Source: an optimization exercise on an open RTL-to-GDS flow (aim: small area, a short achievable clock period and few clock cycles per item). Production flows keep margins and buffers that such runs may drop.
In this exercise RTL edits were held to simulation tests only and were not proved equivalent to the original.
No activity file was given, so power comes from the tool's default toggle rates.

==> flow/design.v <==
package tlt_pkg;
    localparam int SAMPLE_WIDTH = 16;
    localparam int TIME_W       = 32;
    localparam int PROD_W       = SAMPLE_WIDTH + 10;
    localparam int IN_TDATA_W   = ((TIME_W + 2 * SAMPLE_WIDTH + 7) / 8) * 8;
    localparam int IN_PAD_W     = IN_TDATA_W - TIME_W - 2 * SAMPLE_WIDTH;
    localparam int OUT_TDATA_W  = 8;
    localparam int MT_W         = 27;
    localparam int MT_NG        = (MT_W - 1 + 3) / 4;
    localparam logic [1:0] REG_TILT_THRESHOLD = 2'd0;
    localparam logic [1:0] REG_AXIS_MARGIN    = 2'd1;
    localparam logic [1:0] REG_POLL_INTERVAL  = 2'd2;
    localparam logic [1:0] REG_STABLE_TIME    = 2'd3;
    localparam logic [14:0] TILT_THRESHOLD_RST = 15'd4096;
    localparam logic [9:0]  AXIS_MARGIN_RST    = 10'd320;
    localparam logic [15:0] POLL_INTERVAL_RST  = 16'd100;
    localparam logic [15:0] STABLE_TIME_RST    = 16'd300;
    typedef struct packed {
        logic [14:0] tilt_level;
        logic [9:0]  axis_margin_q8;
        logic [15:0] poll_interval_ms;
        logic [15:0] hold_ms;
    } tlt_cfg_t;
    typedef struct packed {
        logic       ambiguous;
        logic [1:0] quadrant;
    } tlt_class_t;
    typedef struct packed {
        logic [1:0] quadrant;
        logic       changed;
    } tlt_result_t;
endpackage
import tlt_pkg::*;
module tlt_carry #(parameter int W = 16)
(
    input  logic [W-1:0] a,
    input  logic [W-1:0] b,
    input  logic         ci,
    output logic         co
);
    logic [W:0] g;
    logic [W:0] p;
    always_comb
    begin
        g = {a & b, ci};
        p = {a | b, 1'b0};
        for (int d = 1; d <= W; d = d * 2)
            for (int i = W; i >= d; i--)
            begin
                g[i] = g[i] | (p[i] & g[i-d]);
                p[i] = p[i] & p[i-d];
            end
        co = g[W];
    end
endmodule
module tlt_inc #(parameter int W = 16)
(
    input  logic [W-1:0] a,
    input  logic         ci,
    output logic [W:0]   y
);
    logic [W:0] c;
    always_comb
    begin
        c = {a, ci};
        for (int d = 1; d <= W; d = d * 2)
            for (int i = W; i >= d; i--)
                c[i] = c[i] & c[i-d];
        for (int i = 0; i < W; i++)
            y[i] = a[i] ^ (i == 0 ? ci : c[i == 0 ? 0 : i]);
        y[W] = c[W];
    end
endmodule
module tlt_margin_tree
(
    input  logic [14:0]       pu,
    input  logic              ps,
    input  logic [14:0]       nqu,       
    input  logic              nqs,       
    input  logic [9:0]        m,
    output logic [MT_NG-1:0]  grp_g,
    output logic [MT_NG-1:0]  grp_p,
    output logic              top_x
);
    localparam int W = MT_W;
    logic [W-1:0] h0, h1;
    logic [4*MT_NG-1:0] bg;
    logic [4*MT_NG-1:0] bp;
    logic t1, t2, t3, t4, t5, t6, t7, t8, t9, t10, t11, t12, t13, t14, t15, t16, t17, t18, t19, t20, t21, t22, t23, t24, t25, t26, t27, t28, t29, t30, t31, t32, t33, t34, t35, t36, t37, t38, t39, t40, t41, t42, t43, t44, t45, t46, t47, t48, t49, t50, t51, t52, t53, t54, t55, t56, t57, t58, t59, t60, t61, t62, t63, t64, t65, t66, t67, t68, t69, t70, t71, t72, t73, t74, t75, t76, t77, t78, t79, t80, t81, t82, t83, t84, t85, t86, t87, t88, t89, t90, t91, t92, t93, t94, t95, t96, t97, t98, t99, t100, t101, t102, t103, t104, t105, t106, t107, t108, t109, t110, t111, t112, t113, t114, t115, t116, t117, t118, t119, t120, t121, t122, t123, t124, t125, t126, t127, t128, t129, t130, t131, t132, t133, t134, t135, t136, t137, t138, t139, t140, t141, t142, t143, t144, t145, t146, t147, t148, t149, t150, t151, t152, t153, t154, t155, t156, t157, t158, t159, t160, t161, t162, t163, t164, t165, t166, t167, t168, t169, t170, t171, t172, t173, t174, t175, t176, t177, t178, t179, t180, t181, t182, t183, t184, t185, t186, t187, t188, t189, t190, t191, t192, t193, t194, t195, t196, t197, t198, t199, t200, t201, t202, t203, t204, t205, t206, t207, t208, t209, t210, t211, t212, t213, t214, t215, t216, t217, t218, t219, t220, t221, t222, t223, t224, t225, t226, t227, t228, t229, t230, t231, t232, t233, t234, t235, t236, t237, t238, t239, t240, t241, t242, t243, t244, t245, t246, t247, t248, t249, t250, t251, t252, t253, t254, t255, t256, t257, t258, t259, t260, t261, t262, t263, t264, t265, t266, t267, t268, t269, t270, t271, t272, t273, t274, t275, t276, t277, t278, t279, t280, t281, t282, t283, t284, t285, t286, t287, t288, t289, t290, t291, t292, t293, t294, t295, t296, t297, t298, t299, t300, t301, t302, t303, t304, t305, t306, t307, t308, t309, t310, t311, t312, t313, t314, t315, t316, t317, t318, t319, t320, t321, t322, t323, t324, t325, t326, t327, t328, t329, t330, t331, t332, t333, t334, t335, t336, t337, t338, t339, t340, t341, t342, t343, t344, t345, t346, t347, t348, t349, t350, t351, t352, t353, t354, t355, t356, t357, t358, t359, t360, t361, t362, t363, t364, t365, t366, t367, t368, t369, t370, t371, t372, t373, t374, t375, t376, t377, t378, t379, t380, t381, t382, t383, t384, t385, t386, t387, t388, t389, t390, t391, t392, t393, t394, t395, t396, t397, t398, t399, t400, t401, t402, t403, t404, t405, t406, t407, t408, t409, t410, t411, t412, t413, t414, t415, t416, t417, t418, t419, t420, t421, t422, t423, t424, t425, t426, t427, t428, t429, t430, t431, t432, t433, t434, t435, t436, t437, t438, t439, t440, t441, t442, t443, t444, t445, t446, t447, t448, t449, t450, t451, t452, t453, t454, t455, t456, t457, t458, t459, t460;
    assign t1 = (m[0] & pu[0]);
    assign t2 = (ps & m[0]);
    assign t3 = (m[0] & pu[1]);
    assign t4 = (m[1] & pu[0]);
    assign t5 = (ps & m[1]);
    assign t6 = (m[0] & pu[2]);
    assign t7 = (m[1] & pu[1]);
    assign t8 = (m[2] & pu[0]);
    assign t9 = (ps & m[2]);
    assign t10 = (m[0] & pu[3]);
    assign t11 = (m[1] & pu[2]);
    assign t12 = (m[2] & pu[1]);
    assign t13 = (m[3] & pu[0]);
    assign t14 = (ps & m[3]);
    assign t15 = (m[0] & pu[4]);
    assign t16 = (m[1] & pu[3]);
    assign t17 = (m[2] & pu[2]);
    assign t18 = (m[3] & pu[1]);
    assign t19 = (m[4] & pu[0]);
    assign t20 = (ps & m[4]);
    assign t21 = (m[0] & pu[5]);
    assign t22 = (m[1] & pu[4]);
    assign t23 = (m[2] & pu[3]);
    assign t24 = (m[3] & pu[2]);
    assign t25 = (m[4] & pu[1]);
    assign t26 = (m[5] & pu[0]);
    assign t27 = (ps & m[5]);
    assign t28 = (m[0] & pu[6]);
    assign t29 = (m[1] & pu[5]);
    assign t30 = (m[2] & pu[4]);
    assign t31 = (m[3] & pu[3]);
    assign t32 = (m[4] & pu[2]);
    assign t33 = (m[5] & pu[1]);
    assign t34 = (m[6] & pu[0]);
    assign t35 = (ps & m[6]);
    assign t36 = (m[0] & pu[7]);
    assign t37 = (m[1] & pu[6]);
    assign t38 = (m[2] & pu[5]);
    assign t39 = (m[3] & pu[4]);
    assign t40 = (m[4] & pu[3]);
    assign t41 = (m[5] & pu[2]);
    assign t42 = (m[6] & pu[1]);
    assign t43 = (m[7] & pu[0]);
    assign t44 = (ps & m[7]);
    assign t45 = (m[0] & pu[8]);
    assign t46 = (m[1] & pu[7]);
    assign t47 = (m[2] & pu[6]);
    assign t48 = (m[3] & pu[5]);
    assign t49 = (m[4] & pu[4]);
    assign t50 = (m[5] & pu[3]);
    assign t51 = (m[6] & pu[2]);
    assign t52 = (m[7] & pu[1]);
    assign t53 = (m[8] & pu[0]);
    assign t54 = (ps & m[8]);
    assign t55 = nqu[0];
    assign t56 = nqs;
    assign t57 = (m[0] & pu[9]);
    assign t58 = (m[1] & pu[8]);
    assign t59 = (m[2] & pu[7]);
    assign t60 = (m[3] & pu[6]);
    assign t61 = (m[4] & pu[5]);
    assign t62 = (m[5] & pu[4]);
    assign t63 = (m[6] & pu[3]);
    assign t64 = (m[7] & pu[2]);
    assign t65 = (m[8] & pu[1]);
    assign t66 = (m[9] & pu[0]);
    assign t67 = (ps & m[9]);
    assign t68 = nqu[1];
    assign t69 = (m[0] & pu[10]);
    assign t70 = (m[1] & pu[9]);
    assign t71 = (m[2] & pu[8]);
    assign t72 = (m[3] & pu[7]);
    assign t73 = (m[4] & pu[6]);
    assign t74 = (m[5] & pu[5]);
    assign t75 = (m[6] & pu[4]);
    assign t76 = (m[7] & pu[3]);
    assign t77 = (m[8] & pu[2]);
    assign t78 = (m[9] & pu[1]);
    assign t79 = nqu[2];
    assign t80 = (m[0] & pu[11]);
    assign t81 = (m[1] & pu[10]);
    assign t82 = (m[2] & pu[9]);
    assign t83 = (m[3] & pu[8]);
    assign t84 = (m[4] & pu[7]);
    assign t85 = (m[5] & pu[6]);
    assign t86 = (m[6] & pu[5]);
    assign t87 = (m[7] & pu[4]);
    assign t88 = (m[8] & pu[3]);
    assign t89 = (m[9] & pu[2]);
    assign t90 = nqu[3];
    assign t91 = (m[0] & pu[12]);
    assign t92 = (m[1] & pu[11]);
    assign t93 = (m[2] & pu[10]);
    assign t94 = (m[3] & pu[9]);
    assign t95 = (m[4] & pu[8]);
    assign t96 = (m[5] & pu[7]);
    assign t97 = (m[6] & pu[6]);
    assign t98 = (m[7] & pu[5]);
    assign t99 = (m[8] & pu[4]);
    assign t100 = (m[9] & pu[3]);
    assign t101 = nqu[4];
    assign t102 = (m[0] & pu[13]);
    assign t103 = (m[1] & pu[12]);
    assign t104 = (m[2] & pu[11]);
    assign t105 = (m[3] & pu[10]);
    assign t106 = (m[4] & pu[9]);
    assign t107 = (m[5] & pu[8]);
    assign t108 = (m[6] & pu[7]);
    assign t109 = (m[7] & pu[6]);
    assign t110 = (m[8] & pu[5]);
    assign t111 = (m[9] & pu[4]);
    assign t112 = nqu[5];
    assign t113 = (m[0] & pu[14]);
    assign t114 = (m[1] & pu[13]);
    assign t115 = (m[2] & pu[12]);
    assign t116 = (m[3] & pu[11]);
    assign t117 = (m[4] & pu[10]);
    assign t118 = (m[5] & pu[9]);
    assign t119 = (m[6] & pu[8]);
    assign t120 = (m[7] & pu[7]);
    assign t121 = (m[8] & pu[6]);
    assign t122 = (m[9] & pu[5]);
    assign t123 = nqu[6];
    assign t124 = (m[1] & pu[14]);
    assign t125 = (m[2] & pu[13]);
    assign t126 = (m[3] & pu[12]);
    assign t127 = (m[4] & pu[11]);
    assign t128 = (m[5] & pu[10]);
    assign t129 = (m[6] & pu[9]);
    assign t130 = (m[7] & pu[8]);
    assign t131 = (m[8] & pu[7]);
    assign t132 = (m[9] & pu[6]);
    assign t133 = nqu[7];
    assign t134 = (m[2] & pu[14]);
    assign t135 = (m[3] & pu[13]);
    assign t136 = (m[4] & pu[12]);
    assign t137 = (m[5] & pu[11]);
    assign t138 = (m[6] & pu[10]);
    assign t139 = (m[7] & pu[9]);
    assign t140 = (m[8] & pu[8]);
    assign t141 = (m[9] & pu[7]);
    assign t142 = nqu[8];
    assign t143 = (m[3] & pu[14]);
    assign t144 = (m[4] & pu[13]);
    assign t145 = (m[5] & pu[12]);
    assign t146 = (m[6] & pu[11]);
    assign t147 = (m[7] & pu[10]);
    assign t148 = (m[8] & pu[9]);
    assign t149 = (m[9] & pu[8]);
    assign t150 = nqu[9];
    assign t151 = (m[4] & pu[14]);
    assign t152 = (m[5] & pu[13]);
    assign t153 = (m[6] & pu[12]);
    assign t154 = (m[7] & pu[11]);
    assign t155 = (m[8] & pu[10]);
    assign t156 = (m[9] & pu[9]);
    assign t157 = nqu[10];
    assign t158 = (m[5] & pu[14]);
    assign t159 = (m[6] & pu[13]);
    assign t160 = (m[7] & pu[12]);
    assign t161 = (m[8] & pu[11]);
    assign t162 = (m[9] & pu[10]);
    assign t163 = nqu[11];
    assign t164 = (m[6] & pu[14]);
    assign t165 = (m[7] & pu[13]);
    assign t166 = (m[8] & pu[12]);
    assign t167 = (m[9] & pu[11]);
    assign t168 = nqu[12];
    assign t169 = (m[7] & pu[14]);
    assign t170 = (m[8] & pu[13]);
    assign t171 = (m[9] & pu[12]);
    assign t172 = nqu[13];
    assign t173 = (m[8] & pu[14]);
    assign t174 = (m[9] & pu[13]);
    assign t175 = nqu[14];
    assign t176 = (m[9] & pu[14]);
    assign t177 = t45 ^ t46 ^ t47;
    assign t178 = (t45 & t46) | (t45 & t47) | (t46 & t47);
    assign t179 = t48 ^ t49;
    assign t180 = t48 & t49;
    assign t181 = t57 ^ t58 ^ t59;
    assign t182 = (t57 & t58) | (t57 & t59) | (t58 & t59);
    assign t183 = t60 ^ t61 ^ t62;
    assign t184 = (t60 & t61) | (t60 & t62) | (t61 & t62);
    assign t185 = t63 ^ t64;
    assign t186 = t63 & t64;
    assign t187 = t69 ^ t70 ^ t71;
    assign t188 = (t69 & t70) | (t69 & t71) | (t70 & t71);
    assign t189 = t72 ^ t73 ^ t74;
    assign t190 = (t72 & t73) | (t72 & t74) | (t73 & t74);
    assign t191 = t75 ^ t76;
    assign t192 = t75 & t76;
    assign t193 = t80 ^ t81 ^ t82;
    assign t194 = (t80 & t81) | (t80 & t82) | (t81 & t82);
    assign t195 = t83 ^ t84 ^ t85;
    assign t196 = (t83 & t84) | (t83 & t85) | (t84 & t85);
    assign t197 = t86 ^ t87;
    assign t198 = t86 & t87;
    assign t199 = t91 ^ t92 ^ t93;
    assign t200 = (t91 & t92) | (t91 & t93) | (t92 & t93);
    assign t201 = t94 ^ t95 ^ t96;
    assign t202 = (t94 & t95) | (t94 & t96) | (t95 & t96);
    assign t203 = t97 ^ t98;
    assign t204 = t97 & t98;
    assign t205 = t102 ^ t103 ^ t104;
    assign t206 = (t102 & t103) | (t102 & t104) | (t103 & t104);
    assign t207 = t105 ^ t106 ^ t107;
    assign t208 = (t105 & t106) | (t105 & t107) | (t106 & t107);
    assign t209 = t108 ^ t109;
    assign t210 = t108 & t109;
    assign t211 = t113 ^ t114 ^ t115;
    assign t212 = (t113 & t114) | (t113 & t115) | (t114 & t115);
    assign t213 = t116 ^ t117 ^ t118;
    assign t214 = (t116 & t117) | (t116 & t118) | (t117 & t118);
    assign t215 = t119 ^ t120;
    assign t216 = t119 & t120;
    assign t217 = t124 ^ t125 ^ t126;
    assign t218 = (t124 & t125) | (t124 & t126) | (t125 & t126);
    assign t219 = t127 ^ t128 ^ t129;
    assign t220 = (t127 & t128) | (t127 & t129) | (t128 & t129);
    assign t221 = t134 ^ t135 ^ t136;
    assign t222 = (t134 & t135) | (t134 & t136) | (t135 & t136);
    assign t223 = t21 ^ t22;
    assign t224 = t21 & t22;
    assign t225 = t28 ^ t29 ^ t30;
    assign t226 = (t28 & t29) | (t28 & t30) | (t29 & t30);
    assign t227 = t31 ^ t32;
    assign t228 = t31 & t32;
    assign t229 = t36 ^ t37 ^ t38;
    assign t230 = (t36 & t37) | (t36 & t38) | (t37 & t38);
    assign t231 = t39 ^ t40 ^ t41;
    assign t232 = (t39 & t40) | (t39 & t41) | (t40 & t41);
    assign t233 = t42 ^ t43;
    assign t234 = t42 & t43;
    assign t235 = t177 ^ t179 ^ t50;
    assign t236 = (t177 & t179) | (t177 & t50) | (t179 & t50);
    assign t237 = t51 ^ t52 ^ t53;
    assign t238 = (t51 & t52) | (t51 & t53) | (t52 & t53);
    assign t239 = t54 ^ t55 ^ t56;
    assign t240 = (t54 & t55) | (t54 & t56) | (t55 & t56);
    assign t241 = t181 ^ t183 ^ t185;
    assign t242 = (t181 & t183) | (t181 & t185) | (t183 & t185);
    assign t243 = t65 ^ t66 ^ t67;
    assign t244 = (t65 & t66) | (t65 & t67) | (t66 & t67);
    assign t245 = t68 ^ t178 ^ t180;
    assign t246 = (t68 & t178) | (t68 & t180) | (t178 & t180);
    assign t247 = t187 ^ t189 ^ t191;
    assign t248 = (t187 & t189) | (t187 & t191) | (t189 & t191);
    assign t249 = t77 ^ t78 ^ t79;
    assign t250 = (t77 & t78) | (t77 & t79) | (t78 & t79);
    assign t251 = t182 ^ t184 ^ t186;
    assign t252 = (t182 & t184) | (t182 & t186) | (t184 & t186);
    assign t253 = t193 ^ t195 ^ t197;
    assign t254 = (t193 & t195) | (t193 & t197) | (t195 & t197);
    assign t255 = t88 ^ t89 ^ t90;
    assign t256 = (t88 & t89) | (t88 & t90) | (t89 & t90);
    assign t257 = t188 ^ t190 ^ t192;
    assign t258 = (t188 & t190) | (t188 & t192) | (t190 & t192);
    assign t259 = t199 ^ t201 ^ t203;
    assign t260 = (t199 & t201) | (t199 & t203) | (t201 & t203);
    assign t261 = t99 ^ t100 ^ t101;
    assign t262 = (t99 & t100) | (t99 & t101) | (t100 & t101);
    assign t263 = t194 ^ t196 ^ t198;
    assign t264 = (t194 & t196) | (t194 & t198) | (t196 & t198);
    assign t265 = t205 ^ t207 ^ t209;
    assign t266 = (t205 & t207) | (t205 & t209) | (t207 & t209);
    assign t267 = t110 ^ t111 ^ t112;
    assign t268 = (t110 & t111) | (t110 & t112) | (t111 & t112);
    assign t269 = t200 ^ t202 ^ t204;
    assign t270 = (t200 & t202) | (t200 & t204) | (t202 & t204);
    assign t271 = t211 ^ t213 ^ t215;
    assign t272 = (t211 & t213) | (t211 & t215) | (t213 & t215);
    assign t273 = t121 ^ t122 ^ t123;
    assign t274 = (t121 & t122) | (t121 & t123) | (t122 & t123);
    assign t275 = t206 ^ t208 ^ t210;
    assign t276 = (t206 & t208) | (t206 & t210) | (t208 & t210);
    assign t277 = t217 ^ t219 ^ t130;
    assign t278 = (t217 & t219) | (t217 & t130) | (t219 & t130);
    assign t279 = t131 ^ t132 ^ t133;
    assign t280 = (t131 & t132) | (t131 & t133) | (t132 & t133);
    assign t281 = t212 ^ t214 ^ t216;
    assign t282 = (t212 & t214) | (t212 & t216) | (t214 & t216);
    assign t283 = t221 ^ t137 ^ t138;
    assign t284 = (t221 & t137) | (t221 & t138) | (t137 & t138);
    assign t285 = t139 ^ t140 ^ t141;
    assign t286 = (t139 & t140) | (t139 & t141) | (t140 & t141);
    assign t287 = t142 ^ t218 ^ t220;
    assign t288 = (t142 & t218) | (t142 & t220) | (t218 & t220);
    assign t289 = t143 ^ t144 ^ t145;
    assign t290 = (t143 & t144) | (t143 & t145) | (t144 & t145);
    assign t291 = t146 ^ t147 ^ t148;
    assign t292 = (t146 & t147) | (t146 & t148) | (t147 & t148);
    assign t293 = t149 ^ t150 ^ t222;
    assign t294 = (t149 & t150) | (t149 & t222) | (t150 & t222);
    assign t295 = t151 ^ t152 ^ t153;
    assign t296 = (t151 & t152) | (t151 & t153) | (t152 & t153);
    assign t297 = t154 ^ t155 ^ t156;
    assign t298 = (t154 & t155) | (t154 & t156) | (t155 & t156);
    assign t299 = t158 ^ t159 ^ t160;
    assign t300 = (t158 & t159) | (t158 & t160) | (t159 & t160);
    assign t301 = t10 ^ t11;
    assign t302 = t10 & t11;
    assign t303 = t15 ^ t16 ^ t17;
    assign t304 = (t15 & t16) | (t15 & t17) | (t16 & t17);
    assign t305 = t18 ^ t19;
    assign t306 = t18 & t19;
    assign t307 = t223 ^ t23 ^ t24;
    assign t308 = (t223 & t23) | (t223 & t24) | (t23 & t24);
    assign t309 = t25 ^ t26 ^ t27;
    assign t310 = (t25 & t26) | (t25 & t27) | (t26 & t27);
    assign t311 = t225 ^ t227 ^ t33;
    assign t312 = (t225 & t227) | (t225 & t33) | (t227 & t33);
    assign t313 = t34 ^ t35 ^ t224;
    assign t314 = (t34 & t35) | (t34 & t224) | (t35 & t224);
    assign t315 = t229 ^ t231 ^ t233;
    assign t316 = (t229 & t231) | (t229 & t233) | (t231 & t233);
    assign t317 = t44 ^ t226 ^ t228;
    assign t318 = (t44 & t226) | (t44 & t228) | (t226 & t228);
    assign t319 = t235 ^ t237 ^ t239;
    assign t320 = (t235 & t237) | (t235 & t239) | (t237 & t239);
    assign t321 = t230 ^ t232 ^ t234;
    assign t322 = (t230 & t232) | (t230 & t234) | (t232 & t234);
    assign t323 = t241 ^ t243 ^ t245;
    assign t324 = (t241 & t243) | (t241 & t245) | (t243 & t245);
    assign t325 = t236 ^ t238 ^ t240;
    assign t326 = (t236 & t238) | (t236 & t240) | (t238 & t240);
    assign t327 = t247 ^ t249 ^ t251;
    assign t328 = (t247 & t249) | (t247 & t251) | (t249 & t251);
    assign t329 = t242 ^ t244 ^ t246;
    assign t330 = (t242 & t244) | (t242 & t246) | (t244 & t246);
    assign t331 = t253 ^ t255 ^ t257;
    assign t332 = (t253 & t255) | (t253 & t257) | (t255 & t257);
    assign t333 = t248 ^ t250 ^ t252;
    assign t334 = (t248 & t250) | (t248 & t252) | (t250 & t252);
    assign t335 = t259 ^ t261 ^ t263;
    assign t336 = (t259 & t261) | (t259 & t263) | (t261 & t263);
    assign t337 = t254 ^ t256 ^ t258;
    assign t338 = (t254 & t256) | (t254 & t258) | (t256 & t258);
    assign t339 = t265 ^ t267 ^ t269;
    assign t340 = (t265 & t267) | (t265 & t269) | (t267 & t269);
    assign t341 = t260 ^ t262 ^ t264;
    assign t342 = (t260 & t262) | (t260 & t264) | (t262 & t264);
    assign t343 = t271 ^ t273 ^ t275;
    assign t344 = (t271 & t273) | (t271 & t275) | (t273 & t275);
    assign t345 = t266 ^ t268 ^ t270;
    assign t346 = (t266 & t268) | (t266 & t270) | (t268 & t270);
    assign t347 = t277 ^ t279 ^ t281;
    assign t348 = (t277 & t279) | (t277 & t281) | (t279 & t281);
    assign t349 = t272 ^ t274 ^ t276;
    assign t350 = (t272 & t274) | (t272 & t276) | (t274 & t276);
    assign t351 = t283 ^ t285 ^ t287;
    assign t352 = (t283 & t285) | (t283 & t287) | (t285 & t287);
    assign t353 = t278 ^ t280 ^ t282;
    assign t354 = (t278 & t280) | (t278 & t282) | (t280 & t282);
    assign t355 = t289 ^ t291 ^ t293;
    assign t356 = (t289 & t291) | (t289 & t293) | (t291 & t293);
    assign t357 = t284 ^ t286 ^ t288;
    assign t358 = (t284 & t286) | (t284 & t288) | (t286 & t288);
    assign t359 = t295 ^ t297 ^ t157;
    assign t360 = (t295 & t297) | (t295 & t157) | (t297 & t157);
    assign t361 = t290 ^ t292 ^ t294;
    assign t362 = (t290 & t292) | (t290 & t294) | (t292 & t294);
    assign t363 = t299 ^ t161 ^ t162;
    assign t364 = (t299 & t161) | (t299 & t162) | (t161 & t162);
    assign t365 = t163 ^ t296 ^ t298;
    assign t366 = (t163 & t296) | (t163 & t298) | (t296 & t298);
    assign t367 = t164 ^ t165 ^ t166;
    assign t368 = (t164 & t165) | (t164 & t166) | (t165 & t166);
    assign t369 = t167 ^ t168 ^ t300;
    assign t370 = (t167 & t168) | (t167 & t300) | (t168 & t300);
    assign t371 = t169 ^ t170 ^ t171;
    assign t372 = (t169 & t170) | (t169 & t171) | (t170 & t171);
    assign t373 = t6 ^ t7;
    assign t374 = t6 & t7;
    assign t375 = t301 ^ t12 ^ t13;
    assign t376 = (t301 & t12) | (t301 & t13) | (t12 & t13);
    assign t377 = t303 ^ t305 ^ t20;
    assign t378 = (t303 & t305) | (t303 & t20) | (t305 & t20);
    assign t379 = t307 ^ t309 ^ t304;
    assign t380 = (t307 & t309) | (t307 & t304) | (t309 & t304);
    assign t381 = t311 ^ t313 ^ t308;
    assign t382 = (t311 & t313) | (t311 & t308) | (t313 & t308);
    assign t383 = t315 ^ t317 ^ t312;
    assign t384 = (t315 & t317) | (t315 & t312) | (t317 & t312);
    assign t385 = t319 ^ t321 ^ t316;
    assign t386 = (t319 & t321) | (t319 & t316) | (t321 & t316);
    assign t387 = t323 ^ t325 ^ t320;
    assign t388 = (t323 & t325) | (t323 & t320) | (t325 & t320);
    assign t389 = t327 ^ t329 ^ t324;
    assign t390 = (t327 & t329) | (t327 & t324) | (t329 & t324);
    assign t391 = t331 ^ t333 ^ t328;
    assign t392 = (t331 & t333) | (t331 & t328) | (t333 & t328);
    assign t393 = t335 ^ t337 ^ t332;
    assign t394 = (t335 & t337) | (t335 & t332) | (t337 & t332);
    assign t395 = t339 ^ t341 ^ t336;
    assign t396 = (t339 & t341) | (t339 & t336) | (t341 & t336);
    assign t397 = t343 ^ t345 ^ t340;
    assign t398 = (t343 & t345) | (t343 & t340) | (t345 & t340);
    assign t399 = t347 ^ t349 ^ t344;
    assign t400 = (t347 & t349) | (t347 & t344) | (t349 & t344);
    assign t401 = t351 ^ t353 ^ t348;
    assign t402 = (t351 & t353) | (t351 & t348) | (t353 & t348);
    assign t403 = t355 ^ t357 ^ t352;
    assign t404 = (t355 & t357) | (t355 & t352) | (t357 & t352);
    assign t405 = t359 ^ t361 ^ t356;
    assign t406 = (t359 & t361) | (t359 & t356) | (t361 & t356);
    assign t407 = t363 ^ t365 ^ t360;
    assign t408 = (t363 & t365) | (t363 & t360) | (t365 & t360);
    assign t409 = t367 ^ t369 ^ t364;
    assign t410 = (t367 & t369) | (t367 & t364) | (t369 & t364);
    assign t411 = t371 ^ t172 ^ t368;
    assign t412 = (t371 & t172) | (t371 & t368) | (t172 & t368);
    assign t413 = t173 ^ t174 ^ t175;
    assign t414 = (t173 & t174) | (t173 & t175) | (t174 & t175);
    assign t415 = t3 ^ t4;
    assign t416 = t3 & t4;
    assign t417 = t373 ^ t8 ^ t9;
    assign t418 = (t373 & t8) | (t373 & t9) | (t8 & t9);
    assign t419 = t375 ^ t14 ^ t374;
    assign t420 = (t375 & t14) | (t375 & t374) | (t14 & t374);
    assign t421 = t377 ^ t302 ^ t376;
    assign t422 = (t377 & t302) | (t377 & t376) | (t302 & t376);
    assign t423 = t379 ^ t306 ^ t378;
    assign t424 = (t379 & t306) | (t379 & t378) | (t306 & t378);
    assign t425 = t381 ^ t310 ^ t380;
    assign t426 = (t381 & t310) | (t381 & t380) | (t310 & t380);
    assign t427 = t383 ^ t314 ^ t382;
    assign t428 = (t383 & t314) | (t383 & t382) | (t314 & t382);
    assign t429 = t385 ^ t318 ^ t384;
    assign t430 = (t385 & t318) | (t385 & t384) | (t318 & t384);
    assign t431 = t387 ^ t322 ^ t386;
    assign t432 = (t387 & t322) | (t387 & t386) | (t322 & t386);
    assign t433 = t389 ^ t326 ^ t388;
    assign t434 = (t389 & t326) | (t389 & t388) | (t326 & t388);
    assign t435 = t391 ^ t330 ^ t390;
    assign t436 = (t391 & t330) | (t391 & t390) | (t330 & t390);
    assign t437 = t393 ^ t334 ^ t392;
    assign t438 = (t393 & t334) | (t393 & t392) | (t334 & t392);
    assign t439 = t395 ^ t338 ^ t394;
    assign t440 = (t395 & t338) | (t395 & t394) | (t338 & t394);
    assign t441 = t397 ^ t342 ^ t396;
    assign t442 = (t397 & t342) | (t397 & t396) | (t342 & t396);
    assign t443 = t399 ^ t346 ^ t398;
    assign t444 = (t399 & t346) | (t399 & t398) | (t346 & t398);
    assign t445 = t401 ^ t350 ^ t400;
    assign t446 = (t401 & t350) | (t401 & t400) | (t350 & t400);
    assign t447 = t403 ^ t354 ^ t402;
    assign t448 = (t403 & t354) | (t403 & t402) | (t354 & t402);
    assign t449 = t405 ^ t358 ^ t404;
    assign t450 = (t405 & t358) | (t405 & t404) | (t358 & t404);
    assign t451 = t407 ^ t362 ^ t406;
    assign t452 = (t407 & t362) | (t407 & t406) | (t362 & t406);
    assign t453 = t409 ^ t366 ^ t408;
    assign t454 = (t409 & t366) | (t409 & t408) | (t366 & t408);
    assign t455 = t411 ^ t370 ^ t410;
    assign t456 = (t411 & t370) | (t411 & t410) | (t370 & t410);
    assign t457 = t413 ^ t372 ^ t412;
    assign t458 = (t413 & t372) | (t413 & t412) | (t372 & t412);
    assign t459 = t176 ^ 1'b1 ^ t414;
    assign t460 = (t176 & 1'b1) | (t176 & t414) | (1'b1 & t414);
    assign h0[0] = t1;
    assign h1[0] = t2;
    assign h0[1] = t415;
    assign h1[1] = t5;
    assign h0[2] = t417;
    assign h1[2] = t416;
    assign h0[3] = t419;
    assign h1[3] = t418;
    assign h0[4] = t421;
    assign h1[4] = t420;
    assign h0[5] = t423;
    assign h1[5] = t422;
    assign h0[6] = t425;
    assign h1[6] = t424;
    assign h0[7] = t427;
    assign h1[7] = t426;
    assign h0[8] = t429;
    assign h1[8] = t428;
    assign h0[9] = t431;
    assign h1[9] = t430;
    assign h0[10] = t433;
    assign h1[10] = t432;
    assign h0[11] = t435;
    assign h1[11] = t434;
    assign h0[12] = t437;
    assign h1[12] = t436;
    assign h0[13] = t439;
    assign h1[13] = t438;
    assign h0[14] = t441;
    assign h1[14] = t440;
    assign h0[15] = t443;
    assign h1[15] = t442;
    assign h0[16] = t445;
    assign h1[16] = t444;
    assign h0[17] = t447;
    assign h1[17] = t446;
    assign h0[18] = t449;
    assign h1[18] = t448;
    assign h0[19] = t451;
    assign h1[19] = t450;
    assign h0[20] = t453;
    assign h1[20] = t452;
    assign h0[21] = t455;
    assign h1[21] = t454;
    assign h0[22] = t457;
    assign h1[22] = t456;
    assign h0[23] = t459;
    assign h1[23] = t458;
    assign h0[24] = 1'b1;
    assign h1[24] = t460;
    assign h0[25] = 1'b1;
    assign h1[25] = 1'b0;
    assign h0[26] = 1'b1;
    assign h1[26] = 1'b0;
    assign bg = {h0[W-2:0] & h1[W-2:0], {(4*MT_NG-W+1){1'b0}}};
    assign bp = {h0[W-2:0] | h1[W-2:0], {(4*MT_NG-W+1){1'b0}}};
    for (genvar j = 0; j < MT_NG; j++)
    begin : g_grp
        assign grp_g[j] = bg[4*j+3] | (bp[4*j+3] & bg[4*j+2])
                        | (bp[4*j+3] & bp[4*j+2] & bg[4*j+1])
                        | (bp[4*j+3] & bp[4*j+2] & bp[4*j+1] & bg[4*j]);
        assign grp_p[j] = &bp[4*j +: 4];
    end
    assign top_x = h0[W-1] ^ h1[W-1];
endmodule
module tlt_margin_sign
(
    input  logic [MT_NG-1:0] grp_g,
    input  logic [MT_NG-1:0] grp_p,
    input  logic             top_x,
    output logic             flag
);
    logic c_top;
    tlt_carry #(MT_NG) u_top (.a(grp_g), .b(grp_g | grp_p), .ci(1'b0), .co(c_top));
    assign flag = top_x ^ c_top;
endmodule
module tlt_classify_prep
(
    input  logic signed [SAMPLE_WIDTH-1:0] accel_x,
    input  logic signed [SAMPLE_WIDTH-1:0] accel_y,
    input  logic                           big_m,      
    output logic [SAMPLE_WIDTH-2:0]        pu,
    output logic                           ps,
    output logic [SAMPLE_WIDTH-2:0]        nqu,        
    output logic                           nqs,
    output logic                           sx,
    output logic                           sy,
    output logic                           y_big,      
    output logic                           both_zero
);
    logic [SAMPLE_WIDTH-2:0] ux;
    logic [SAMPLE_WIDTH-2:0] uy;
    logic [SAMPLE_WIDTH-2:0] fu;
    logic                    fs;
    logic [SAMPLE_WIDTH-2:0] su;
    logic                    ss;
    assign sx = accel_x[SAMPLE_WIDTH-1];
    assign sy = accel_y[SAMPLE_WIDTH-1];
    assign ux = accel_x[SAMPLE_WIDTH-2:0] ^ {(SAMPLE_WIDTH-1){sx}};
    assign uy = accel_y[SAMPLE_WIDTH-2:0] ^ {(SAMPLE_WIDTH-1){sy}};
    logic c_ge;
    logic c_add;
    tlt_carry #(SAMPLE_WIDTH-1) u_ge  (.a(accel_y[SAMPLE_WIDTH-2:0]), .b(~accel_x[SAMPLE_WIDTH-2:0]),
                                       .ci(1'b1), .co(c_ge));
    tlt_carry #(SAMPLE_WIDTH-1) u_add (.a(accel_y[SAMPLE_WIDTH-2:0]), .b(accel_x[SAMPLE_WIDTH-2:0]),
                                       .ci(1'b0), .co(c_add));
    assign y_big = (sx ^ sy) ? (c_add ^ sy) : (c_ge ^ sx);
    assign both_zero = (accel_x == '0) && (accel_y == '0);
    assign fu = big_m ? ux : uy;
    assign fs = big_m ? sx : sy;
    assign su = big_m ? uy : ux;
    assign ss = big_m ? sy : sx;
    assign pu = y_big ? fu : su;
    assign ps = y_big ? fs : ss;
    assign nqu = ~(y_big ? su : fu);
    assign nqs = ~(y_big ? ss : fs);
endmodule
module tlt_classify
(
    input  logic [SAMPLE_WIDTH-2:0] pu,
    input  logic                    ps,
    input  logic [SAMPLE_WIDTH-2:0] nqu,
    input  logic                    nqs,
    input  logic                    sx,
    input  logic                    sy,
    input  logic                    y_big,
    input  logic                    both_zero,
    input  tlt_pkg::tlt_cfg_t       cfg,
    output logic [MT_NG-1:0]        grp_g,
    output logic [MT_NG-1:0]        grp_p,
    output logic                    top_x,
    output tlt_pkg::tlt_class_t     cls0,      
    output tlt_pkg::tlt_class_t     cls1       
);
    logic                    big_m;
    logic [SAMPLE_WIDTH-2:0] lu;
    logic                    ls;
    logic [SAMPLE_WIDTH-1:0] lv;
    logic                    not_below;
    logic [1:0]              quad_x;
    logic [1:0]              quad_y;
    assign big_m = |cfg.axis_margin_q8[9:8];
    tlt_margin_tree u_mt (
        .pu    (pu),
        .ps    (ps),
        .nqu   (nqu),
        .nqs   (nqs),
        .m     (cfg.axis_margin_q8),
        .grp_g (grp_g),
        .grp_p (grp_p),
        .top_x (top_x)
    );
    assign lu = big_m ? ~nqu : pu;
    assign ls = big_m ? !nqs : ps;
    tlt_inc #(SAMPLE_WIDTH-1) u_inc (.a(lu), .ci(ls), .y(lv));
    tlt_carry #(SAMPLE_WIDTH) u_thr (.a(lv), .b(~{1'b0, cfg.tilt_level}), .ci(1'b1), .co(not_below));
    assign quad_y = sy ? 2'd1 : 2'd3;
    assign quad_x = sx ? 2'd2 : 2'd0;
    always_comb
    begin
        cls0.ambiguous = !not_below || big_m || both_zero;
        cls0.quadrant  = y_big ? quad_y : quad_x;
        cls1.ambiguous = !not_below || (!big_m && both_zero);
        cls1.quadrant  = (y_big || !big_m) ? quad_y : quad_x;
    end
endmodule
import tlt_pkg::*;
module tlt_since
(
    input  logic [31:0] now,
    input  logic [31:0] since,
    input  logic [15:0] lim,
    output logic        ok
);
    logic [31:0] ns;
    logic [15:0] nl;
    logic [15:0] s;
    logic [15:0] k;
    logic        b;
    logic        kk;
    logic        ok_lo;
    logic [15:0] x;
    logic [15:0] o;
    logic [15:0] z;
    logic        hi_zero;
    assign ns = ~since;
    assign nl = ~lim;
    tlt_carry #(16) u_b (.a(now[15:0]), .b(ns[15:0]), .ci(1'b1), .co(b));
    assign s = now[15:0] ^ ns[15:0] ^ nl;
    assign k = (now[15:0] & ns[15:0]) | (now[15:0] & nl) | (ns[15:0] & nl);
    tlt_carry #(15) u_kk (.a(s[15:1]), .b(k[14:0]), .ci(1'b1), .co(kk));
    assign ok_lo = b ? (k[15] & kk) : (k[15] | kk);
    assign x = now[31:16] ^ ns[31:16];
    assign o = now[31:16] | ns[31:16];
    always_comb
    begin
        z[0] = x[0] == b;
        for (int i = 1; i < 16; i++)
            z[i] = x[i] == o[i-1];
    end
    assign hi_zero = &z;
    assign ok = !hi_zero || ok_lo;
endmodule
module tlt_qualify
(
    input  logic              clk,
    input  logic              rst_n,
    input  logic              fire,         
    input  logic [TIME_W-1:0] now_ms,       
    input  logic              fire_q,       
    input  logic              sample_ok,    
    input  tlt_pkg::tlt_class_t        cls,          
    input  tlt_pkg::tlt_cfg_t          cfg,
    output tlt_pkg::tlt_result_t       res           
);
    logic [1:0]        committed_reg;
    logic [1:0]        committed_next;
    logic [1:0]        pending_reg;
    logic [1:0]        pending_next;
    logic [TIME_W-1:0] start_reg;
    logic [TIME_W-1:0] last_reg;
    logic              take_reg;
    logic              poll_ok;
    logic              hold_ok;
    logic              take;
    logic              set_start;
    logic              changed;
    tlt_since u_poll (.now(now_ms), .since(last_reg), .lim(cfg.poll_interval_ms), .ok(poll_ok));
    assign take = fire && poll_ok;
    always_ff @(posedge clk or negedge rst_n)
    begin
        if (!rst_n)
            last_reg <= '0;
        else if (take)
            last_reg <= now_ms;
    end
    always_ff @(posedge clk)
    begin
        take_reg <= take;
    end
    tlt_since u_hold (.now(last_reg), .since(start_reg), .lim(cfg.hold_ms), .ok(hold_ok));
    always_comb
    begin
        committed_next = committed_reg;
        pending_next   = pending_reg;
        set_start      = 1'b0;
        changed        = 1'b0;
        if (fire_q && take_reg && sample_ok)
        begin
            if (cls.ambiguous || (cls.quadrant == committed_reg))
            begin
                pending_next = committed_reg;
            end
            else if (cls.quadrant != pending_reg)
            begin
                pending_next = cls.quadrant;
                set_start    = 1'b1;
            end
            else if (hold_ok)
            begin
                committed_next = cls.quadrant;
                changed        = 1'b1;
            end
        end
    end
    assign res.quadrant = committed_next;
    assign res.changed  = changed;
    always_ff @(posedge clk or negedge rst_n)
    begin
        if (!rst_n)
        begin
            committed_reg <= 2'd0;
            pending_reg   <= 2'd0;
        end
        else
        begin
            committed_reg <= committed_next;
            pending_reg   <= pending_next;
        end
    end
    always_ff @(posedge clk or negedge rst_n)
    begin
        if (!rst_n)
            start_reg <= '0;
        else if (set_start)
            start_reg <= last_reg;
    end
endmodule
import tlt_pkg::*;
module tilt_orientation_qualifier_core
(
    input  logic                   clk,
    input  logic                   rst_n,
    input  logic                   s_tvalid,
    output logic                   s_tready,
    input  logic [IN_TDATA_W-1:0]  s_tdata,    
    input  logic                   s_tuser,    
    output logic                   m_tvalid,
    input  logic                   m_tready,
    output logic [OUT_TDATA_W-1:0] m_tdata,    
    output logic                   m_tuser,    
    input  logic                   psel,
    input  logic                   penable,
    input  logic                   pwrite,
    input  logic [3:0]             paddr,
    input  logic [31:0]            pwdata,
    output logic [31:0]            prdata,
    output logic                   pready
);
    localparam int QD = 4;    
    tlt_pkg::tlt_cfg_t cfg_reg;
    logic [1:0]        rd_sel_reg;
    logic                    v0_reg;
    logic [TIME_W-1:0]       now0_reg;
    logic                    ok0_reg;
    logic [SAMPLE_WIDTH-2:0] pu0_reg;
    logic                    ps0_reg;
    logic [SAMPLE_WIDTH-2:0] nqu0_reg;
    logic                    nqs0_reg;
    logic                    sx0_reg;
    logic                    sy0_reg;
    logic                    ybig0_reg;
    logic                    zero0_reg;
    logic                    v1_reg;
    logic                    ok1_reg;
    logic [MT_NG-1:0]        grp_g1_reg;
    logic [MT_NG-1:0]        grp_p1_reg;
    logic                    top_x1_reg;
    tlt_pkg::tlt_class_t     cls0_1_reg;
    tlt_pkg::tlt_class_t     cls1_1_reg;
    logic [QD-1:0]           qv_reg;
    logic [3*QD-1:0]         qd_reg;    
    logic [QD:0]             qv_up;
    logic [3*QD+2:0]         qd_up;
    logic [QD-1:0]           qv_sh;
    logic [3*QD-1:0]         qd_sh;
    logic [QD-1:0]           q_put;
    logic [2:0]              cnt_reg;
    logic                    rdy_reg;
    logic                    accept;
    logic                    pop;
    logic                    cfg_wr;
    logic [SAMPLE_WIDTH-2:0] pu;
    logic                    ps;
    logic [SAMPLE_WIDTH-2:0] nqu;
    logic                    nqs;
    logic                    sx;
    logic                    sy;
    logic                    y_big;
    logic                    both_zero;
    logic [MT_NG-1:0]        grp_g;
    logic [MT_NG-1:0]        grp_p;
    logic                    top_x;
    tlt_pkg::tlt_class_t     cls0;
    tlt_pkg::tlt_class_t     cls1;
    logic                    flag;
    tlt_pkg::tlt_class_t     cls;
    tlt_pkg::tlt_result_t    res;
    logic [2:0]              cnt_next;
    assign pready = 1'b1;
    assign cfg_wr = psel && penable && pwrite;
    always_ff @(posedge clk or negedge rst_n)
    begin
        if (!rst_n)
        begin
            cfg_reg.tilt_level       <= TILT_THRESHOLD_RST;
            cfg_reg.axis_margin_q8   <= AXIS_MARGIN_RST;
            cfg_reg.poll_interval_ms <= POLL_INTERVAL_RST;
            cfg_reg.hold_ms          <= STABLE_TIME_RST;
        end
        else if (cfg_wr)
        begin
            case (paddr[3:2])
                REG_TILT_THRESHOLD: cfg_reg.tilt_level       <= pwdata[14:0];
                REG_AXIS_MARGIN:    cfg_reg.axis_margin_q8   <= pwdata[9:0];
                REG_POLL_INTERVAL:  cfg_reg.poll_interval_ms <= pwdata[15:0];
                default:            cfg_reg.hold_ms          <= pwdata[15:0];
            endcase
        end
    end
    always_ff @(posedge clk)
    begin
        rd_sel_reg <= paddr[3:2];
    end
    always_comb
    begin
        case (rd_sel_reg)
            REG_TILT_THRESHOLD: prdata = 32'(cfg_reg.tilt_level);
            REG_AXIS_MARGIN:    prdata = 32'(cfg_reg.axis_margin_q8);
            REG_POLL_INTERVAL:  prdata = 32'(cfg_reg.poll_interval_ms);
            default:            prdata = 32'(cfg_reg.hold_ms);
        endcase
    end
    assign s_tready = rdy_reg;
    assign accept   = s_tvalid && rdy_reg;
    tlt_classify_prep u_prep (
        .accel_x (s_tdata[TIME_W +: SAMPLE_WIDTH]),
        .accel_y (s_tdata[TIME_W + SAMPLE_WIDTH +: SAMPLE_WIDTH]),
        .big_m     (|cfg_reg.axis_margin_q8[9:8]),
        .pu        (pu),
        .ps        (ps),
        .nqu       (nqu),
        .nqs       (nqs),
        .sx        (sx),
        .sy        (sy),
        .y_big     (y_big),
        .both_zero (both_zero)
    );
    always_ff @(posedge clk or negedge rst_n)
    begin
        if (!rst_n)
        begin
            v0_reg <= 1'b0;
            v1_reg <= 1'b0;
        end
        else
        begin
            v0_reg <= accept;
            v1_reg <= v0_reg;
        end
    end
    always_ff @(posedge clk)
    begin
        now0_reg <= s_tdata[TIME_W-1:0];
        ok0_reg  <= s_tuser;
        pu0_reg   <= pu;
        ps0_reg   <= ps;
        nqu0_reg  <= nqu;
        nqs0_reg  <= nqs;
        sx0_reg   <= sx;
        sy0_reg   <= sy;
        ybig0_reg <= y_big;
        zero0_reg <= both_zero;
    end
    tlt_classify u_classify (
        .pu        (pu0_reg),
        .ps        (ps0_reg),
        .nqu       (nqu0_reg),
        .nqs       (nqs0_reg),
        .sx        (sx0_reg),
        .sy        (sy0_reg),
        .y_big     (ybig0_reg),
        .both_zero (zero0_reg),
        .cfg       (cfg_reg),
        .grp_g     (grp_g),
        .grp_p     (grp_p),
        .top_x     (top_x),
        .cls0      (cls0),
        .cls1      (cls1)
    );
    always_ff @(posedge clk)
    begin
        ok1_reg  <= ok0_reg;
        grp_g1_reg <= grp_g;
        grp_p1_reg <= grp_p;
        top_x1_reg <= top_x;
        cls0_1_reg <= cls0;
        cls1_1_reg <= cls1;
    end
    tlt_margin_sign u_sign (
        .grp_g (grp_g1_reg),
        .grp_p (grp_p1_reg),
        .top_x (top_x1_reg),
        .flag  (flag)
    );
    assign cls = flag ? cls1_1_reg : cls0_1_reg;
    tlt_qualify u_qualify (
        .clk       (clk),
        .rst_n     (rst_n),
        .fire      (v0_reg),
        .now_ms    (now0_reg),
        .fire_q    (v1_reg),
        .sample_ok (ok1_reg),
        .cls       (cls),
        .cfg       (cfg_reg),
        .res       (res)
    );
    assign pop = qv_reg[0] && m_tready;
    always_comb
    begin
        qv_up  = {1'b0, qv_reg};
        qd_up  = {3'b000, qd_reg};
        qv_sh  = pop ? qv_up[QD:1] : qv_reg;
        qd_sh  = pop ? qd_up[3*QD+2:3] : qd_reg;
        for (int i = 0; i < QD; i++)
            q_put[i] = v1_reg && !qv_sh[i] && (i == 0 || qv_sh[i == 0 ? 0 : i - 1]);
    end
    always_ff @(posedge clk or negedge rst_n)
    begin
        if (!rst_n)
            qv_reg <= '0;
        else
            qv_reg <= qv_sh | q_put;
    end
    always_ff @(posedge clk)
    begin
        for (int i = 0; i < QD; i++)
            qd_reg[3*i +: 3] <= q_put[i] ? {res.changed, res.quadrant} : qd_sh[3*i +: 3];
    end
    assign cnt_next = cnt_reg + 3'(accept) - 3'(pop);
    always_ff @(posedge clk or negedge rst_n)
    begin
        if (!rst_n)
        begin
            cnt_reg <= '0;
            rdy_reg <= 1'b0;
        end
        else
        begin
            cnt_reg <= cnt_next;
            rdy_reg <= (cnt_next < 3'(QD));
        end
    end
    assign m_tvalid = qv_reg[0];
    assign m_tdata  = {(OUT_TDATA_W - 2)'(0), qd_reg[1:0]};
    assign m_tuser  = qd_reg[2];
endmodule
==> flow/flow/run.sh <==
#!/bin/bash
# Standard layout, with plain buf_1 port buffers and timing repair aimed 6.4 ns
# below the clock period.
set -euo pipefail
bash standard.sh SETUP_SLACK_MARGIN=6.4 'BUFFER_PORTS_ARGS=-buffer_cell sky130_fd_sc_hd__buf_1' finish > standard_flow.log 2>&1
==> flow/standard.sh <==
#!/bin/bash
# synth_recipe.tcl (not shown) runs the flow's synth.tcl, then flattens the netlist and writes it again
# the make line also repeats each setting of config.mk as NAME=value (left out here)
make -C /OpenROAD-flow-scripts/flow DESIGN_CONFIG=/design/flow/config.mk WORK_HOME=/design/flow/orfs CLKGATE_MAP_FILE= SYNTH_SCRIPT=/design/flow/synth_recipe.tcl "${@:-finish}"
==> flow/config.mk <==
export PLATFORM = sky130hd
export DESIGN_NAME = tilt_orientation_qualifier_core
export DESIGN_NICKNAME = tilt_orientation_qualifier_core
export VERILOG_FILES = /design/flow/design.v
export SDC_FILE = /design/flow/constraint.sdc
export NUM_CORES = 4
export LEC_CHECK = 0
export CAP_MARGIN = 20
export CORE_MARGIN = 2
export CORE_UTILIZATION = 65
export CTS_BUF_LIST = sky130_fd_sc_hd__clkbuf_8 sky130_fd_sc_hd__clkbuf_16
export CTS_CLUSTER_DIAMETER = 80
export CTS_CLUSTER_SIZE = 20
export SLEW_MARGIN = 20
export SYNTH_HIERARCHICAL = 1
==> flow/constraint.sdc <==
create_clock -name core_clock -period 10.5 [get_ports {clk}]
set_input_delay 2.1000 -clock core_clock [delete_from_list [all_inputs] [get_ports {clk}]]
set_output_delay 2.1000 -clock core_clock [all_outputs]
set_load 0.01 [all_outputs]
==> impl_summary.txt, run 1 <==
----------------------------------------------------
[Die]
  Top-level port count ... 152
  Std-Cell Rows ... 60
  Die Height ... 170 um
  Core Area ... 27000 um^2
  Die X-Extent ... 170 um
  Initial Util ... 66.3%
  Area enclosed by the die boundary ... 28900 um^2

[STA]
  Headroom to the max-slew limit ... 28.9%
  Final Cycle Share ... 38.7%
  Post-Route Setup TNS ... 0 ps
  Slew of the pin with the lowest slew margin ... 1070 ps
  Final hold violation count ... 0
  Upper clock frequency limit ... 246 MHz
  Worst Hold Margin ... 334 ps
  Total setup violations reported at the end of the flow ... 0
  Setup repair after global routing missed its margin ... yes
  Final-report max-slew violation count ... 0
  Setup skew after layout ... 24.9 ps
  Min Tclk post-route ... 4060 ps

[Job]
  Max cap viols ... 0

[Final layout]
  Number of flip-flops in the largest register ... 57
  Nets ... 2132
  Synth-to-Final Area Change ... 8.07%
  Fin util ... 71.7%
  Layout cell share with drive strength beyond 1 ... 18.5%
  Area of all placed cells without fillers ... 19400 um^2

[Pwr]
  Static leakage power ... 8.80 nW
  Final Total Pwr ... 6.98 mW
  Total power per unit cell area ... 360 nW/um^2
  Worst ir drop on vdd ... 316 uV

[Synth]
  Synth top area share ... 17.6%
  Number of synthesized register bits ... 241
  Cell with the most instances after synthesis ... sky130_fd_sc_hd__inv_1
  Post-synthesis instance total ... 1702
  Top area cells in the synthesized netlist ... sky130_fd_sc_hd__fa_1 18%, sky130_fd_sc_hd__dfrtp_1 17%, sky130_fd_sc_hd__dfxtp_1 10%
  Number of synthesized flops with an enable pin ... 12
  Total of warnings raised by yosys ... 14
  Total standard cell area after synthesis ... 17900 um^2
  Top_reg_cell synth ... sky130_fd_sc_hd__dfrtp_1
  Fraction of synthesis flops using an asynchronous set or reset pin ... 56.0%
  Post-synthesis cell type count ... 73
  Cell accounting for the most synthesized area ... sky130_fd_sc_hd__fa_1
  Portion of the post-synthesis area used by sequential elements ... 31.4%
  Most used standard cells in the synthesized netlist ... 274 x sky130_fd_sc_hd__inv_1, 158 x sky130_fd_sc_hd__fa_1, 128 x sky130_fd_sc_hd__mux2_2, 127 x sky130_fd_sc_hd__and2_1, 125 x sky130_fd_sc_hd__dfrtp_1
  Synthesized area divided by synthesized cell count ... 10.5 um^2

[Setup path]
  CP max FO ... 8
  Required time worst endpoint ... 10870 ps
  Element type at the critical path end ... flop
  Kind of critical path ... reg2reg
  Arrival time of the worst setup path ... 4430 ps
  FF-to-FF setup slack ... 6440 ps
  Critical path startpoint category ... flop

[Status]
  Outcome ... finished clean

[Clock tree]
  Clock Root Buffer ... sky130_fd_sc_hd__clkbuf_16
  CTS buffer count ... 17
  Worst-Skew Late Latency ... 520 ps
  CTS Hold Buffers Added ... 0
  CTS HTree Levels ... 1
  Number of sinks driven by the clock tree ... 241
  TritonCTS clock tree ... done
  Maximum count of clock buffers along a single path ... 3
  Clock-pin slew of the registers on the worst-case setup and hold paths ... 80 ps

[Routing]
  WL per Instance ... 19.1 um
  Total number of vias ... 12500
  Post-detailed-route DRC marker count ... 0
  Number of optimization iterations in the first detailed-route pass ... 6
  Drt first-iter violations ... 697
  Routed Antenna Nets ... 0
  Average vias per placed instance ... 5.74
  Routed wire length ... 41.4 mm

[Placement]
  Total placed instance area ... 18400 um^2
  RD Place Congestion ... 0.865
  Placed wire-length estimate ... 30.1 mm
  Number of port buffers ... 110

[Min path]
  HP Class ... reg2reg

[Global route]
  Vias in the first global route ... 12500
  Maximum number of pins on one net before global-route repair ... 79
  Total global routing track utilization ... 29.3%
  Initial antenna violation count ... 4
  Residual overflow from global routing ... 0
  First-pass GRT wire length ... 66.5 mm

----------------------------------------------------
[report_power, final]
part           switching (mW)  internal, mW  total [mW]
sequential              0.370          1.25        1.62
clock                   0.345         0.307       0.652
combinational            2.48          2.23        4.70
total                    3.19          3.79        6.98
[per-module statistics from Yosys (local to each module, per instance), excerpt]
module / cell area, um^2 / copies in the design
tilt_orientation_qualifier_core: 5620 / 1
tlt_qualify: 2770 / 1
tlt_since: 876 / 2
tlt_classify: 378 / 1
tlt_margin_tree: 4520 / 1
tlt_classify_prep: 893 / 1
tlt_margin_sign: 56.3 / 1
[placed cells by master (no fill, tap or decap), types with 47 or more instances in the layout]
master	instances
sky130_fd_sc_hd__dfrtp_1	118
sky130_fd_sc_hd__xor2_1	51
sky130_fd_sc_hd__mux2_2	128
sky130_fd_sc_hd__inv_1	283
sky130_fd_sc_hd__dfxtp_1	83
sky130_fd_sc_hd__nand2_1	70
sky130_fd_sc_hd__nor2_1	59
sky130_fd_sc_hd__and2_1	125
sky130_fd_sc_hd__a21oi_1	47
sky130_fd_sc_hd__ha_1	49
sky130_fd_sc_hd__fa_1	148
sky130_fd_sc_hd__buf_1	98
[routing by layer]
| metal | GRT usage (%) | up-vias | wire, um |
|---|---|---|---|
| met5 | 0 | - | 28 |
| li1 | - | 5815 | - |
| met4 | 6.32 | 4 | 824 |
| met3 | 4.70 | 64 | 2820 |
| met2 | 45.7 | 358 | 18600 |
| met1 | 43.7 | 6211 | 19200 |
[worst max-delay path, cell delays in order (launching register included)]
cell and delay [ps]:
sky130_fd_sc_hd__dfrtp_4 570, sky130_fd_sc_hd__clkbuf_4 230, sky130_fd_sc_hd__and2_1 180, sky130_fd_sc_hd__fa_2 560, sky130_fd_sc_hd__fa_1 440, sky130_fd_sc_hd__fa_1 490, sky130_fd_sc_hd__inv_1 50, sky130_fd_sc_hd__fa_1 390
sky130_fd_sc_hd__fa_2 600, sky130_fd_sc_hd__a22oi_2 60, sky130_fd_sc_hd__o21ai_1 90, sky130_fd_sc_hd__nand2b_1 150, sky130_fd_sc_hd__o311ai_2 120
[worst paths after layout]
path,end,cells after the start,startpoint
setup / recovery,grp_g1_reg[3],12,cfg_reg[36]
hold / removal,ok1_reg,0,ok0_reg
setup reg to reg,grp_g1_reg[3],12,cfg_reg[36]
hold reg to reg,ok1_reg,0,ok0_reg
max in group asynchronous,cfg_reg[35],2,rst_n
min in group asynchronous,u_qualify.start_reg[22],1,rst_n
[cells by family (layout without fill, tap and decap cells)]
kind of cell / after synthesis / after routing / share of synthesized area [%]
simple gates: 358 / 358 / 11.0
buf+inv: 345 / 445 / 8.46
compound gates: 259 / 259 / 10.1
flops: 241 / 241 / 31.4
fa+ha+maj: 214 / 214 / 21.5
mux: 191 / 191 / 13.2
xor+xnor: 84 / 85 / 4.15
other cells: 10 / 37 / 0.209
[layout make-up]
class                   instances  area (um^2)
repair buffers                141          732
diodes                          2         5.00
inverters                     274         1030
multi-input cells            1142        11000
fillers                      2053         7660
clock buffers                  17          425
well taps                     341          427
clock inverters                13         86.3
flip-flops and latches        241         5680
[repair_timing]
item                                    in CTS  in global routing
pin swaps                                   10                 17
resized for setup                           35                 40
setup buffers                               18                  8
cloned                                       1                  0
endpoints found under the setup margin      52                 77
[stage by stage]
step | worst slack (ps) | instances
final | 6440 | 2171
after global routing | 6310 | 2169
after CTS | 6400 | 2161
after detailed placement | 5400 | 2112
after global placement | 5470 | 2112
after floorplan | 6420 | 1727
Testbench counts, summed over its fixed seeds: cycles 16,024, items 16,000.
==> run 2, diff against run 1 <==
--- a/flow/config.mk
+++ b/flow/config.mk
@@ -8,7 +8,6 @@
 export CAP_MARGIN = 20
 export CORE_MARGIN = 2
 export CORE_UTILIZATION = 65
-export CTS_BUF_LIST = sky130_fd_sc_hd__clkbuf_8 sky130_fd_sc_hd__clkbuf_16
 export CTS_CLUSTER_DIAMETER = 80
 export CTS_CLUSTER_SIZE = 20
 export SLEW_MARGIN = 20
==> run 2 against run 1 <==
Effect of this change: area after synthesis is the same; core utilization rose by 0.41 points; fmax rose by 0.36%; critical path depth fell by 1; worst setup slack better by 15 ps; sequential share of layout area decreased by 0.15 points; clock skew fell by 1.3 ps; first-iteration DRC count decreased by 1.4%; clock-buffer cell count up 9; critical endpoint is now pu0_reg[7]; largest cell class unchanged.
==> impl_summary.txt, run 2 <==
----------------------------------------------------
[Die]
  Core Area ... 27000 um^2
  Initial Util ... 66.3%
  Die Height ... 170 um
  Std-Cell Rows ... 60
  Area enclosed by the die boundary ... 28900 um^2
  Top-level port count ... 152
  Die X-Extent ... 170 um

[Global route]
  Residual overflow from global routing ... 0
  Initial antenna violation count ... 4
  Maximum number of pins on one net before global-route repair ... 79
  Total global routing track utilization ... 29.3%
  First-pass GRT wire length ... 66.3 mm
  Vias in the first global route ... 12500

[Placement]
  Worst setup timing slack at the placement stage ... 5400 ps
  RD Place Congestion ... 0.865
  Post-placement cell count ... 2112
  Number of port buffers ... 110
  Placed wire-length estimate ... 30.1 mm

[Clock tree]
  CTS Hold Buffers Added ... 0
  Maximum count of clock buffers along a single path ... 3
  Clock-pin slew of the registers on the worst-case setup and hold paths ... 80 ps
  Worst-Skew Late Latency ... 520 ps
  TritonCTS clock tree ... done
  CTS buffer count ... 17
  Clock Root Buffer ... sky130_fd_sc_hd__clkbuf_16
  Number of sinks driven by the clock tree ... 241
  CTS HTree Levels ... 1

[Synth]
  Total of warnings raised by yosys ... 14
  Fraction of synthesis flops using an asynchronous set or reset pin ... 56.0%
  Total standard cell area after synthesis ... 17900 um^2
  Synthesized area divided by synthesized cell count ... 10.5 um^2
  Cell with the most instances after synthesis ... sky130_fd_sc_hd__inv_1
  Synth top area share ... 17.6%
  Cell accounting for the most synthesized area ... sky130_fd_sc_hd__fa_1
  Most used standard cells in the synthesized netlist ... 274 x sky130_fd_sc_hd__inv_1, 158 x sky130_fd_sc_hd__fa_1, 128 x sky130_fd_sc_hd__mux2_2, 127 x sky130_fd_sc_hd__and2_1, 125 x sky130_fd_sc_hd__dfrtp_1
  Top_reg_cell synth ... sky130_fd_sc_hd__dfrtp_1
  Post-synthesis cell type count ... 73
  Portion of the post-synthesis area used by sequential elements ... 31.4%
  Number of synthesized flops with an enable pin ... 12
  Post-synthesis instance total ... 1702
  Number of synthesized register bits ... 241
  Top area cells in the synthesized netlist ... sky130_fd_sc_hd__fa_1 18%, sky130_fd_sc_hd__dfrtp_1 17%, sky130_fd_sc_hd__dfxtp_1 10%

[Final layout]
  Most common library cell in the layout ignoring fill and taps ... sky130_fd_sc_hd__inv_1
  Layout cell share with drive strength beyond 1 ... 19.4%
  Number of inserted filler cells in the final layout ... 2042
  Synth-to-Final Area Change ... 8.68%
  Commonest cells after routing, fill and taps aside ... 273 x sky130_fd_sc_hd__inv_1, 149 x sky130_fd_sc_hd__fa_1, 125 x sky130_fd_sc_hd__and2_1, 122 x sky130_fd_sc_hd__mux2_2, 118 x sky130_fd_sc_hd__dfrtp_1
  Number of cells in the finished layout apart from fillers ... 2176
  Nets ... 2137
  Number of flip-flops in the largest register ... 57
  Fin util ... 72.1%

[STA]
  Final Cycle Share ... 38.5%
  Setup repair after global routing missed its margin ... yes
  Slew of the pin with the lowest slew margin ... 1050 ps
  Min setup slack post-route ... 6450 ps
  Post-Route Setup TNS ... 0 ps
  Upper clock frequency limit ... 247 MHz
  Total setup violations reported at the end of the flow ... 0
  Final hold violation count ... 0
  Headroom to the max-slew limit ... 29.9%
  Min Tclk post-route ... 4050 ps
  Worst Hold Margin ... 334 ps
  Setup skew after layout ... 23.5 ps
  Final-report max-slew violation count ... 0

[Status]
  Outcome ... finished clean

[Routing]
  Routed Antenna Nets ... 0
  Routed wire length ... 41.4 mm
  Number of optimization iterations in the first detailed-route pass ... 5
  Drt first-iter violations ... 687
  Total number of vias ... 12500
  Average vias per placed instance ... 5.74
  Post-detailed-route DRC marker count ... 0
  WL per Instance ... 19.0 um

[Setup path]
  Arrival time of the worst setup path ... 4450 ps
  Biggest cell delay along the critical path ... 320 ps
  Worst-path cell with the longest stage delay ... sky130_fd_sc_hd__mux2i_4
  Number of buffer and inverter instances along the worst setup path ... 2
  Cell with the most instances on the worst path ... sky130_fd_sc_hd__mux2_4
  CP max FO ... 8
  Cell-by-cell trace of the critical path ... buf_2 > a22oi_2 > o211ai_1 > a21oi_2 > o22ai_1 > a211o_1 > mux2_4 > mux2i_4 > xnor2_4 > clkbuf_16 > mux2_4
  Element type at the critical path end ... flop
  Required time worst endpoint ... 10900 ps
  CP delay by family, top ... multiplexers
  Critical path startpoint category ... primary input
  Kind of critical path ... in2reg

[Pwr]
  Total power per unit cell area ... 359 nW/um^2
  Static leakage power ... 8.85 nW
  Worst ir drop on vdd ... 316 uV

[Job]
  Max cap viols ... 0

[Min path]
  HP Class ... reg2reg

----------------------------------------------------
==> run 2: cell counts after synthesis <==
No cell type changed its count.
==> run 2: layer usage <==
| metal | GRT usage, % | part of all wire (%) | vias to the layer above |
|---|---|---|---|
| met4 | 5.83 | 2.0 | 4 |
| li1 | - | - | 5830 |
| met1 | 43.6 | 47 | 6279 |
| met2 | 45.8 | 45 | 328 |
| met5 | 0 | 0.068 | - |
| met3 | 4.72 | 6.0 | 60 |
==> run 2: report_power, final <==
group,total (mW),internal (mW),switching (mW),leakage (nW)
Clock,0.660,0.315,0.345,0.245
Combinational,4.71,2.24,2.48,6.06
Sequential,1.62,1.25,0.372,2.55
Total,7.00,3.80,3.19,8.85
==> run 2: cell families after synthesis <==
group	after synthesis	share of synthesized area [%]
AND/OR/NAND/NOR	358	11.0
buffers and inverters	345	8.46
AO/OA/AOI/OAI	259	10.1
flip-flops	241	31.4
adder cells (fa/ha/maj)	214	21.5
multiplexers	191	13.2
XOR/XNOR	84	4.15
other	10	0.209
==> run 2: worst paths after layout <==
kind	slack, ps	cells past startpoint	start	end
max reg2reg	6460	13	cfg_reg[35]	grp_g1_reg[4]
max	6450	11	s_tdata[50]	pu0_reg[7]
min in group asynchronous	1700	1	rst_n	u_qualify.start_reg[22]
max in group asynchronous	7510	2	rst_n	cfg_reg[35]
min reg2reg	330	0	ok0_reg	ok1_reg
min	330	0	ok0_reg	ok1_reg
==> run 2: worst register-to-register path: stages, from the launching register on <==
cell and delay [ps]:
sky130_fd_sc_hd__dfrtp_4 540, sky130_fd_sc_hd__buf_12 160, sky130_fd_sc_hd__and2_1 150, sky130_fd_sc_hd__fa_1 470
sky130_fd_sc_hd__fa_1 490, sky130_fd_sc_hd__inv_1 50, sky130_fd_sc_hd__fa_2 520, sky130_fd_sc_hd__inv_1 50
sky130_fd_sc_hd__fa_1 470, sky130_fd_sc_hd__inv_1 50, sky130_fd_sc_hd__fa_1 480, sky130_fd_sc_hd__and2_1 140
sky130_fd_sc_hd__o21ai_1 80, sky130_fd_sc_hd__maj3_2 310
==> run 2: layout make-up <==
class / count / area (um^2) / share of cell area, %
Clock buffer: 26 / 459 / 2.36
Sequential cell: 241 / 5680 / 29.1
Tap cell: 341 / 427 / 2.19
Multi-Input combinational cell: 1142 / 11000 / 56.6
Clock inverter: 4 / 52.6 / 0.270
Timing Repair Buffer: 146 / 798 / 4.10
Antenna cell: 2 / 5.00 / 0.0257
Inverter: 274 / 1030 / 5.28
==> run 2: Yosys stat by module, one instance, submodules excluded, a selection <==
module                           cell area (um^2)  flip-flops and latches
tilt_orientation_qualifier_core              5620                     172
tlt_margin_tree                              4520                       0
tlt_qualify                                  2770                      69
tlt_classify_prep                             893                       0
tlt_since                                     876                       0
tlt_classify                                  378                       0
tlt_margin_sign                              56.3                       0
==> run 2: repair_timing <==
item / CTS / global route
cloned: 1 / 1
pin swaps: 10 / 24
endpoints found under the setup margin: 52 / 77
gates resized for setup: 35 / 72
buffers inserted: 16 / 14
==> run 2: metrics by stage <==
step / total power, mW / cell area (um^2)
CTS: 6.72 / 19200
detailed placement: 5.95 / 18400
finish: 7.00 / 19500
global route: 7.71 / 19500
global placement: 5.78 / 18400
floorplan: 4.90 / 18000

==> afterwards: timing with drivers on the ports <==
The flow's constraints put no driver on any port. The routed layouts listed below were extracted and timed again, unchanged, in two steps.
Step 1: set_driving_cell puts a clkbuf_16 on clk and a buf_2 on each other input, an assumption about the parent block.
Step 2, shift: input delay + t, output delay - t, t = (earliest + latest rising clock arrival at the registers) / 2. This alone moves slack from input paths to output paths.
Slacks: no drivers / after step 1 / after step 2; pairs: no drivers / after step 1.
| run | shift t [ns] | setup WS [ns] | worst setup path at the end | worst data-port slew with drivers (ns) | pins driven straight from the clock port |
|---|---|---|---|---|---|
| run 1 | 0.556 | 6.438 / 6.438 / 5.974 | input to register | 0.10 | 1 |
| run 2 | 0.556 | 6.453 / 6.448 / 5.925 | input to register | 0.10 | 1 |
After both steps setup and hold are still met in every run listed. For run 2, which loses most, drivers alone change the setup slack by -0.005 ns; drivers and shift together by -0.528 ns.
